What follows belongs to an exercise in optimizing a design on an open flow for small area, a short achievable clock period and few clock cycles per item; a production flow would make more cautious choices. In this exercise RTL edits were held to simulation tests only and were not proved equivalent to the original.

==> flow/config.mk <==
export PLATFORM = sky130hd
export DESIGN_NAME = poly_horner_seq
export DESIGN_NICKNAME = poly_horner_seq
export VERILOG_FILES = /design/flow/design.v
export SDC_FILE = /design/flow/constraint.sdc
export NUM_CORES = 4
export LEC_CHECK = 0
export CAP_MARGIN = 20
export CORE_MARGIN = 2
export CORE_UTILIZATION = 40
export SLEW_MARGIN = 20
==> flow/constraint.sdc <==
create_clock -name core_clock -period 9.0 [get_ports {clk}]
set_input_delay 1.8000 -clock core_clock [delete_from_list [all_inputs] [get_ports {clk}]]
set_output_delay 1.8000 -clock core_clock [all_outputs]
set_load 0.01 [all_outputs]
==> flow/design.v <==
`default_nettype none
module poly_horner_seq #(
    parameter int DEGREE = 10,
    parameter int XW     = 16,
    parameter int CW     = 16,
    parameter int SW     = 32,
    parameter int AW     = 4
) (
    input  logic                 clk,
    input  logic                 rst,
    input  logic                 coeff_we,
    input  logic [AW-1:0]        coeff_addr,
    input  logic signed [CW-1:0] coeff_wdata,
    input  logic signed [XW-1:0] x,
    input  logic                 start,
    output logic                 busy,
    output logic                 done,
    output logic signed [SW-1:0] sum,
    output logic                 ovf
);
    localparam logic [1:0] c_st_idle = 2'd0;
    localparam logic [1:0] c_st_run  = 2'd1;
    localparam logic [1:0] c_st_done = 2'd2;
    localparam logic [AW-1:0] c_deg_addr = AW'(DEGREE);
    localparam logic [AW-1:0] c_idx_init = (DEGREE > 0) ? AW'(DEGREE - 1) : '0;
    logic [1:0]            r_state;
    logic [1:0]            w_state_nxt;
    logic signed [CW-1:0]  r_coeff [0:DEGREE];
    logic signed [XW-1:0]  r_x;
    logic signed [SW-1:0]  r_acc;
    logic [AW-1:0]         r_idx;
    logic signed [SW-1:0]  r_sum;
    logic                  r_ovf;
    logic                  r_ovf_run;
    logic signed [SW+XW-1:0] w_prod_full;
    logic signed [SW-1:0]    w_prod;
    logic                    w_prod_ovf;
    logic signed [CW-1:0]    w_coef;
    logic signed [SW-1:0]    w_coef_ext;
    logic signed [SW-1:0]    w_top_ext;
    logic signed [SW-1:0]    w_mac;
    logic                    w_add_ovf;
    logic                    w_last;
    logic                    w_wr_ok;
    assign w_prod_full = r_acc * r_x;
    assign w_prod      = w_prod_full[SW-1:0];
    assign w_prod_ovf  = (w_prod_full != {{XW{w_prod[SW-1]}}, w_prod});
    assign w_coef      = r_coeff[r_idx];
    assign w_coef_ext  = {{(SW-CW){w_coef[CW-1]}}, w_coef};
    assign w_top_ext   = {{(SW-CW){r_coeff[DEGREE][CW-1]}}, r_coeff[DEGREE]};
    assign w_mac       = w_prod + w_coef_ext;
    assign w_add_ovf   = (w_prod[SW-1] == w_coef_ext[SW-1]) &&
                         (w_mac[SW-1] != w_prod[SW-1]);
    assign w_last      = (r_idx == '0);
    assign w_wr_ok     = coeff_we && (coeff_addr <= c_deg_addr);
    always_ff @(posedge clk or posedge rst) begin
        if (rst) begin
            r_state <= c_st_idle;
        end else begin
            r_state <= w_state_nxt;
        end
    end
    always_comb begin
        w_state_nxt = r_state;
        busy        = 1'b1;
        done        = 1'b0;
        case (r_state)
            c_st_idle: begin
                busy = 1'b0;
                if (start) begin
                    w_state_nxt = (DEGREE == 0) ? c_st_done : c_st_run;
                end
            end
            c_st_run: begin
                if (w_last) begin
                    w_state_nxt = c_st_done;
                end
            end
            c_st_done: begin
                done        = 1'b1;
                w_state_nxt = c_st_idle;
            end
            default: begin
                busy        = 1'b0;
                w_state_nxt = c_st_idle;
            end
        endcase
    end
    always_ff @(posedge clk or posedge rst) begin
        if (rst) begin
            for (int i = 0; i <= DEGREE; i++) begin
                r_coeff[i] <= '0;
            end
            r_x       <= '0;
            r_acc     <= '0;
            r_idx     <= '0;
            r_sum     <= '0;
            r_ovf     <= 1'b0;
            r_ovf_run <= 1'b0;
        end else begin
            case (r_state)
                c_st_idle: begin
                    if (start) begin
                        r_x       <= x;
                        r_acc     <= w_top_ext;
                        r_idx     <= c_idx_init;
                        r_ovf_run <= 1'b0;
                        if (DEGREE == 0) begin
                            r_sum <= w_top_ext;
                            r_ovf <= 1'b0;
                        end
                    end else if (w_wr_ok) begin
                        r_coeff[coeff_addr] <= coeff_wdata;
                    end
                end
                c_st_run: begin
                    r_acc     <= w_mac;
                    r_ovf_run <= r_ovf_run | w_prod_ovf | w_add_ovf;
                    if (w_last) begin
                        r_sum <= w_mac;
                        r_ovf <= r_ovf_run | w_prod_ovf | w_add_ovf;
                    end else begin
                        r_idx <= r_idx - 1'b1;
                    end
                end
                default: begin
                end
            endcase
        end
    end
    assign sum = r_sum;
    assign ovf = r_ovf;
endmodule
`default_nettype wire
==> flow/run.sh <==
#!/bin/bash
# synth_recipe.tcl (not shown) runs the flow's synth.tcl, then flattens the netlist and writes it again
# the make line also repeats each setting of config.mk as NAME=value (left out here)
make -C /OpenROAD-flow-scripts/flow DESIGN_CONFIG=/design/flow/config.mk WORK_HOME=/design/flow/orfs CLKGATE_MAP_FILE= SYNTH_SCRIPT=/design/flow/synth_recipe.tcl finish
==> run summary <==
Placement
The post-DP HPWL is 64.2 mm. At the end of routability-driven placement, the weighted congestion stood at 0.893. The post-detailed-placement cell area is 0.0331 mm2.

Port buffering added 74 buffers.

Clock tree
The number of hold buffers added after CTS is 0. The longest clock path from root to sink contains 3 buffers. The number of sinks on the clock net is 264. Clock tree synthesis selected as its root buffer the cell sky130_fd_sc_hd__clkbuf_16. The buffer count from post-CTS setup fixing is 0.

The clock latency of the later-clocked register in the worst-skew pair is 600 ps. The number of H-tree levels is 1. The number of resized instances in the post-cts repair step is 0. The number of clock buffers inserted by TritonCTS is 30. TritonCTS built the clock tree. The clock-pin slew on the worst setup and hold paths is 70 ps.

Yosys
By area the synthesized netlist is led by sky130_fd_sc_hd__fa_1, sky130_fd_sc_hd__dfrtp_1, sky130_fd_sc_hd__mux2_2, sky130_fd_sc_hd__inv_1, sky130_fd_sc_hd__ha_1. Synthesis produced a netlist with a net count of 3910. Each instance of the synthesized netlist takes up on average 9.68 um2. The netlist uses 77 different library cells.

In the synthesized netlist the dominant register cell turns out to be sky130_fd_sc_hd__dfrtp_1. The cell taking the most area after synthesis is sky130_fd_sc_hd__fa_1. The proportion of synthesized flip-flops having asynchronous set or reset is 100%. Of the post-synthesis cell area, the dominant cell type holds 31.2%.

The sequential share of the synthesized area is 21.1%. Counting flops with a built-in enable in the synthesized netlist gives 0. Synthesis produced 3231 cells. The cell area that synthesis handed to floorplanning was 0.0313 mm2. The post-synthesis sequential element count is 264. The number of warnings reported in the yosys synthesis log is 2.

STA
The hold violation count in the final report is 0. In the finished design, the share of the clock period the worst path needs comes to 93.7%. Setup repair after global routing left no endpoint under its margin. The actual transition at the worst max-transition pin is 1140 ps.

The relative slew slack is 24.1%. Summed over all failing endpoints, the final setup total negative slack is 0 ps. The max-slew violation count was 0.

The smallest clock period supported by the final layout is computed as 8430 ps. The maximum clock rate is 0.119 GHz. Setup violations remaining at the end of the flow were counted as 0. On the final layout, the worst hold slack is 485 ps. The final worst clock skew is 23.0 ps.

Routing
After detailed routing, the number of vias per cell comes to 5.24. For this run, design rule violations remaining after detail routing come to 0. The first routing iteration left 1427 violations.

The detail-routed net length per standard cell is 19.7 um. The total via count after detailed routing is 22494. The antenna violation net count after detailed routing is 0. For this block, the routed nets add up to 84.8 mm of wire. Before antenna repair, the detailed router went through 7 iterations.

Worst setup path
STA puts the critical path data required time at 9440 ps. The kind of capture point of the worst setup path is a flop. Setup slack on the worst reg-to-reg path comes out at 570 ps. The depth of the most critical reg-to-reg path is 30. The largest stage delay on the critical path is 610 ps. At the worst endpoint, the arrival time is 8870 ps. STA classifies the critical path startpoint as a flop. The endpoint of the worst register-to-register path is r_acc[30]$_DFFE_PP0P_. The critical path is of the flop to flop type. In this run the worst path has a maximum fanout of 16.

The slowest stage of the critical path is the sky130_fd_sc_hd__dfrtp_1 cell. The startpoint identified for the worst register-to-register timing path is r_x[1]$_DFFE_PP0P_. Counting stages on the worst path, the most repeated cell is sky130_fd_sc_hd__fa_1.

Min path
In this run the most critical hold path is launched from r_sum[20]$_DFFE_PP0P_. The number of instances on the worst hold path is 2. The terminating pin of the worst hold path is r_sum[20]$_DFFE_PP0P_. The worst hold path belongs to the class flop to flop.

Global route
The initial antenna violation count is 1. The global-route congestion overflow total is 0. For met3 alone, demand over resource in global routing was 3.48%. Global routing consumed, on the met1 layer, 31.5% of the routing resources. The met2 track demand over resource in global routing is 34.2%. The number of global-route vias before repair is 23846. The first global-routing pass estimated 138 mm of wire. The most crowded layer after global routing is met2.

Across every metal layer, demand over resource in global routing totals 21.6%. Entering global routing, the biggest net connects 144 pins.

Layout
The leading cell type in the layout, fill and taps excluded is sky130_fd_sc_hd__inv_1. Fill cells in the final layout number 7465. After the last flow step, the layout net total stands at 3910. In the layout the commonest cells are sky130_fd_sc_hd__inv_1, sky130_fd_sc_hd__fa_1, sky130_fd_sc_hd__nand2_1. The area growth from synthesis to layout is 9.33%.

The final core utilization is 44.2%. Of the cells placed in the final design, the portion with a size suffix greater than 1 is 10.3%. The finished cells cover 0.0342 mm2.

Floorplanning
The core region is 0.0775 mm2. The die width is 284 um. The total number of placement rows is 102. 75 I/O pins were placed. The die area is 0.0805 mm2. In this run the vertical extent of the chip is 284 um.

The starting density of the core is 40.4%.

Run status
The flow ran to the end and the layout has no timing, DRC or antenna violations.

Flow run
The max-cap violation count is 0.
## critical path, delay by kind of cell, from the launching register on
| family | cells | cell delay, ps |
|---|---|---|
| simple gates | 6 | 710 |
| xor+xnor | 2 | 460 |
| flops | 1 | 610 |
| compound gates | 10 | 2240 |
| fa+ha+maj | 8 | 3780 |
| buf+inv | 4 | 490 |
## metal layers
metal	vias to the layer above	part of all wire, %
li1	10212	-
met1	11613	47
met2	568	46
met3	99	5.7
met4	2	1.8
met5	-	0.018
## through the flow
stage | std cells | setup slack (ps)
global route | 4294 | 50.3
finish | 4295 | 571
CTS | 4294 | 551
global placement | 4239 | 701
floorplan | 3231 | 1710
detailed placement | 4239 | 642
## cell families after synthesis
| logic type | Yosys count | share of synthesized area [%] |
|---|---|---|
| adder cells (fa/ha/maj) | 639 | 37.2 |
| buffers and inverters | 750 | 9.09 |
| AND/OR/NAND/NOR | 860 | 13.6 |
| multiplexers | 225 | 8.03 |
| AO/OA/AOI/OAI | 424 | 8.98 |
| XOR/XNOR | 69 | 1.93 |
| flip-flops | 264 | 21.1 |
## area by class of cell
| cell class | instances | area [um2] | share of cell area (%) |
|---|---|---|---|
| Timing Repair Buffer | 126 | 1140 | 3.34 |
| Inverter | 592 | 2230 | 6.51 |
| Clock buffer | 42 | 846 | 2.47 |
| Antenna cell | 1 | 2.50 | 0.00732 |
| Tap cell | 1040 | 1300 | 3.80 |
| Sequential cell | 264 | 6610 | 19.3 |
| Multi-Input combinational cell | 2217 | 21900 | 63.9 |
| Clock inverter | 13 | 209 | 0.611 |
## synthesized netlist by cell type (6+ instances only)
master	number
sky130_fd_sc_hd__nor3_1	20
sky130_fd_sc_hd__a22o_1	18
sky130_fd_sc_hd__a22oi_1	39
sky130_fd_sc_hd__nand2b_1	18
sky130_fd_sc_hd__a211oi_1	13
sky130_fd_sc_hd__nand3_1	18
sky130_fd_sc_hd__ha_1	152
sky130_fd_sc_hd__mux2i_1	17
sky130_fd_sc_hd__nand4_1	25
sky130_fd_sc_hd__nor2_1	74
sky130_fd_sc_hd__xor2_1	24
sky130_fd_sc_hd__nor3b_1	6
sky130_fd_sc_hd__a21oi_1	105
sky130_fd_sc_hd__nand2_1	379
sky130_fd_sc_hd__and2_1	256
sky130_fd_sc_hd__nor2b_1	20
sky130_fd_sc_hd__xnor2_1	45
sky130_fd_sc_hd__a221oi_1	28
sky130_fd_sc_hd__o21bai_1	11
sky130_fd_sc_hd__or2_2	6
sky130_fd_sc_hd__and3_1	11
sky130_fd_sc_hd__a21o_1	25
sky130_fd_sc_hd__or3_1	6
sky130_fd_sc_hd__inv_1	592
sky130_fd_sc_hd__a31oi_1	13
sky130_fd_sc_hd__dfrtp_1	264
sky130_fd_sc_hd__fa_1	487
sky130_fd_sc_hd__o21a_1	9
sky130_fd_sc_hd__a211o_1	9
sky130_fd_sc_hd__o21ai_1	15
sky130_fd_sc_hd__mux2_2	208
sky130_fd_sc_hd__o21ai_0	91
sky130_fd_sc_hd__clkbuf_1	144
## sequential cells by signal, indices dropped and copies added, names as in the netlist
register	flops
r_coeff	176
r_acc	32
r_sum	32
r_x	16
r_idx	4
r_state	2
r_ovf	1
r_ovf_run	1
## worst max-delay path by stage
| stage | startpoint | endpoint | slack (ps) | cells after the start |
|---|---|---|---|---|
| after floorplan | r_x[1]$_DFFE_PP0P_ | r_sum[29]$_DFFE_PP0P_ | 1710 | 31 |
| after global placement | r_x[1]$_DFFE_PP0P_ | r_acc[30]$_DFFE_PP0P_ | 700 | 30 |
| after detailed placement | r_x[1]$_DFFE_PP0P_ | r_acc[30]$_DFFE_PP0P_ | 640 | 30 |
| after CTS | r_x[1]$_DFFE_PP0P_ | r_acc[30]$_DFFE_PP0P_ | 550 | 30 |
| after global routing | r_x[1]$_DFFE_PP0P_ | r_acc[30]$_DFFE_PP0P_ | 50 | 30 |
| final | r_x[1]$_DFFE_PP0P_ | r_acc[30]$_DFFE_PP0P_ | 570 | 30 |
Testbench counts, summed over its fixed seeds: cycles 15,712, evals 1,280.

-- re-timing with driven ports --
In the flow no input, the clock included, has a driving cell. The finished layout below was timed again as built, in two steps. Step 1, drivers: a clkbuf_16 drives clk and a buf_2 each remaining input, both assumed. Step 2 adds t to the input delays and takes it off the output delays; t is the mean of the earliest and latest rising clock arrival at the registers after step 1. Input paths then give back, and output paths get back, about the clock's delay inside the block. a / b / c = ideal / step 1 / step 2; a / b = the first two.
t (ns): 0.649
setup slack, ns: 0.571 / 0.571 / 0.571
worst setup path at the end: register to register
latest minus earliest clock arrival (ns): 0.023 / 0.024
cell pins on the clock port's net: 1
After both steps this run still meets setup and hold. The setup slack of this run moves by 0.000 ns with the drivers and by 0.000 ns with both steps.
